Context: an optimization exercise on an open-source flow, tuned for small area, a short achievable clock period and few clock cycles. The choices shown serve that exercise and are no tape-out recipe.
At most, simulation tests tie the RTL to the original design; equivalence was not proved.

rev 12:
Design ellipse_generator, start of the top module:
module ellipse_generator (
  input  logic        clk,
  input  logic        reset,
  input  logic        enable,
  input  logic        run,
  input  logic        ena_pause,
  input  logic [1:0]  quadrant,
  input  logic [11:0] xc,
  input  logic [11:0] yc,
  input  logic [11:0] xr,
  input  logic [11:0] yr,
  output logic        busy,
  output logic        pixel_data_rdy,
  output logic        ellipse_complete,
  output logic [11:0] x_coord,
  output logic [11:0] y_coord
);
Settings: LEC_CHECK=0, ABC_AREA=1, CAP_MARGIN=20, CORE_MARGIN=2, CORE_UTILIZATION=65, SETUP_SLACK_MARGIN=3.5, SLEW_MARGIN=20; clock period 8.5 ns.
run.sh (not shown) runs the stock make flow with config.mk's settings and CLKGATE_MAP_FILE= SYNTH_SCRIPT=/design/flow/synth_recipe.tcl, a recipe that flattens the netlist after the stock synthesis.
Relative to rev 12, the following input files were edited for rev 13:
diff --git a/flow/design.v b/flow/design.v
--- a/flow/design.v
+++ b/flow/design.v
@@ -40,13 +40,14 @@
   localparam int ST_PASS  = 2;
   localparam int ST_I1    = 3;
   localparam int ST_I2    = 4;
   localparam int ST_ARC   = 5;
   localparam int ST_FLAT  = 6;
   localparam int ST_DONE  = 7;
-  logic [7:0]         st;         
+  localparam int ST_H2    = 8;    
+  logic [8:0]         st;         
   logic               half;       
   logic signed [11:0] rm, rn;     
   logic [11:0]        cxr, cyr;   
   logic [1:0]         quad;
   logic [3:0]         cnt;        
   logic signed [11:0] lx, ly;     
@@ -136,51 +137,52 @@
   assign start_n   = (st[ST_IDLE] || st[ST_DONE]) ? (acc_swap ? xr : yr) : rm;
   assign start_cnt = (st[ST_IDLE] || st[ST_DONE]) ? top_bit(xr[10:0] | yr[10:0])
                                                             : top_bit(rm[10:0] | rn[10:0]);
   assign start_3n  = {2'b00, start_n[10:0]} + {1'b0, start_n[10:0], 1'b0};
   logic [13:0] start_5n;
   assign start_5n  = {3'b000, start_n[10:0]} + {1'b0, start_n[10:0], 2'b00};
-  logic [7:0] st_nx;              
+  logic [8:0] st_nx;              
   logic       half_nx;
   always_comb begin
     st_nx   = st;
     half_nx = half;
     case (1'b1)
       st[ST_IDLE], st[ST_DONE]: begin
         if (run) begin
           half_nx = acc_swap;
-          if (xr == 12'd0 && yr == 12'd0) st_nx = 8'd1 << ST_POINT;
-          else if (k_acc == 2'd2) st_nx = 8'd1 << ST_PASS;
-          else if (k_acc == 2'd1) st_nx = 8'd1 << ST_FLAT;
-          else st_nx = (k_acc2 == 2'd2) ? (8'd1 << ST_PASS) : (k_acc2 == 2'd1) ? (8'd1 << ST_FLAT) : (8'd1 << ST_DONE);
+          if (xr == 12'd0 && yr == 12'd0) st_nx = 9'd1 << ST_POINT;
+          else if (k_acc == 2'd2) st_nx = 9'd1 << ST_PASS;
+          else if (k_acc == 2'd1) st_nx = 9'd1 << ST_FLAT;
+          else st_nx = (k_acc2 == 2'd2) ? (9'd1 << ST_PASS) : (k_acc2 == 2'd1) ? (9'd1 << ST_FLAT) : (9'd1 << ST_DONE);
         end else begin
-          st_nx = 8'd1 << ST_IDLE;
+          st_nx = 9'd1 << ST_IDLE;
         end
       end
-      st[ST_POINT]: st_nx = 8'd1 << ST_DONE;
-      st[ST_PASS]:  if (cnt == 4'd0) st_nx = 8'd1 << ST_I1;
-      st[ST_I1]:    st_nx = 8'd1 << ST_I2;
-      st[ST_I2]:    st_nx = 8'd1 << ST_ARC;
+      st[ST_POINT]: st_nx = 9'd1 << ST_DONE;
+      st[ST_H2]:    st_nx = (k_sw == 2'd2) ? (9'd1 << ST_PASS) : (k_sw == 2'd1) ? (9'd1 << ST_FLAT) : (9'd1 << ST_DONE);
+      st[ST_PASS]:  if (cnt == 4'd0) st_nx = 9'd1 << ST_I1;
+      st[ST_I1]:    st_nx = 9'd1 << ST_I2;
+      st[ST_I2]:    st_nx = 9'd1 << ST_ARC;
       st[ST_ARC], st[ST_FLAT]: begin
         if (half_end) begin
           if (!half) begin
             half_nx = 1'b1;
-            st_nx = (k_sw == 2'd2) ? (8'd1 << ST_PASS) : (k_sw == 2'd1) ? (8'd1 << ST_FLAT) : (8'd1 << ST_DONE);
+            st_nx = 9'd1 << ST_H2;
           end else begin
-            st_nx = 8'd1 << ST_DONE;
+            st_nx = 9'd1 << ST_DONE;
           end
         end else if (st[ST_ARC] && !en_next) begin
-          st_nx = 8'd1 << ST_FLAT;
+          st_nx = 9'd1 << ST_FLAT;
         end
       end
-      default: st_nx = 8'd1 << ST_IDLE;
+      default: st_nx = 9'd1 << ST_IDLE;
     endcase
   end
   always_ff @(posedge clk or posedge reset) begin
     if (reset) begin
-      st   <= 8'd1 << ST_IDLE;
+      st   <= 9'd1 << ST_IDLE;
       half <= 1'b0;
     end else if (step) begin
       st   <= st_nx;
       half <= half_nx;
     end
   end
@@ -280,13 +282,13 @@
   bk_add #(35) add_a (.a(a1), .b(a2), .ci(ac), .s(sumA));
   bk_add #(35) add_b (.a(b1), .b(b2), .ci(1'b0), .s(sumB));
   bk_add #(25) add_r (.a(r1), .b(r2), .ci(rc), .s(sumR));
   logic signed [34:0] P_d;
   logic               dxp_r, dxb_r, dxc_r;
   logic               load_start;     
-  assign load_start = ((st[ST_IDLE] || st[ST_DONE]) && run) || (half_end && !half);
+  assign load_start = ((st[ST_IDLE] || st[ST_DONE]) && run) || st[ST_H2];
   always_comb begin
     if (load_start) P_d = alpha0 ? 35'(start_5n) : 35'(start_n[10:0]);
     else if (st[ST_PASS] || st[ST_I1] || st[ST_I2] || st[ST_ARC]) P_d = sumP;
     else P_d = P;
   end
   always_ff @(posedge clk) begin
@@ -349,13 +351,13 @@
         end
         st[ST_FLAT]: begin
           lx <= lx_step;
         end
         default: ;
       endcase
-      if (half_end && !half) begin
+      if (st[ST_H2]) begin
         rm  <= rn;
         rn  <= rm;
         lx  <= 12'(alpha0);
         ly  <= 12'(beta0);
         A   <= {35{alpha0}};
         B   <= alpha0 ? 35'(start_n[10:0]) : 35'sd0;
Notes after the runs:
[diff] register-to-register slack, rev 13 relative to rev 12: improvement
Against rev 12, rev 13 comes in 211 higher on number of fill cells.
Looking at the reports, rev 13 completed the entire flow and the layout it produced met the timing, design-rule and antenna checks.
Taking rev 13 over rev 12, the total number of cells along the worst setup path ratio works out to 1.10.
Looking at arrival time at the worst endpoint, rev 13 sits 0.13 ns lower than rev 12 does.
Rev 13 ends up with higher post-synthesis compound-gate area fraction than rev 12 does.
Looking at startpoint of the most critical setup path, the yr[5] result is from rev 13; the G[11]$_DFFE_PP_ one comes from rev 12.
Compared with rev 12, rev 13 shows non-clock buffering overhead in the final layout lower by 1.4 points.
Any difference in adder-cell share of the synthesized area between rev 12 and rev 13 is small enough to ignore.
Rev 13 — first-pass iteration count of the detailed router 4 lower, rev 12 as reference
Testbench counts of rev 13, summed over its fixed seeds: cycles 112,956.
No functional check of the RTL was part of rev 12.

-- static timing again, ports no longer ideal --
Ports are ideal in the flow. The routed layouts listed here were re-timed in OpenROAD. Step 1 assumes that a clkbuf_16 drives the clock port and a buf_2 every other input. Step 2 times the ports against the registers' clock, not the clock port: input delays grow and output delays shrink by t, the midpoint of the rising clock arrivals with the driver on. Three values: ideal, step 1, step 2; two values: the first two.
run | t (ns) | slack for setup (ns) | latest minus earliest clock arrival (ns) | worst register clock-pin slew, ns
rev 12 | 0.642 | 3.443 / 3.443 / 2.935 | 0.020 / 0.020 | 0.07 / 0.07
rev 13 | 0.649 | 3.568 / 3.598 / 2.949 | 0.034 / 0.034 | 0.07 / 0.07
After both steps setup and hold are still met in every run listed. The setup slack of rev 13, which loses most, moves by +0.030 ns with the drivers and by -0.619 ns with both steps.
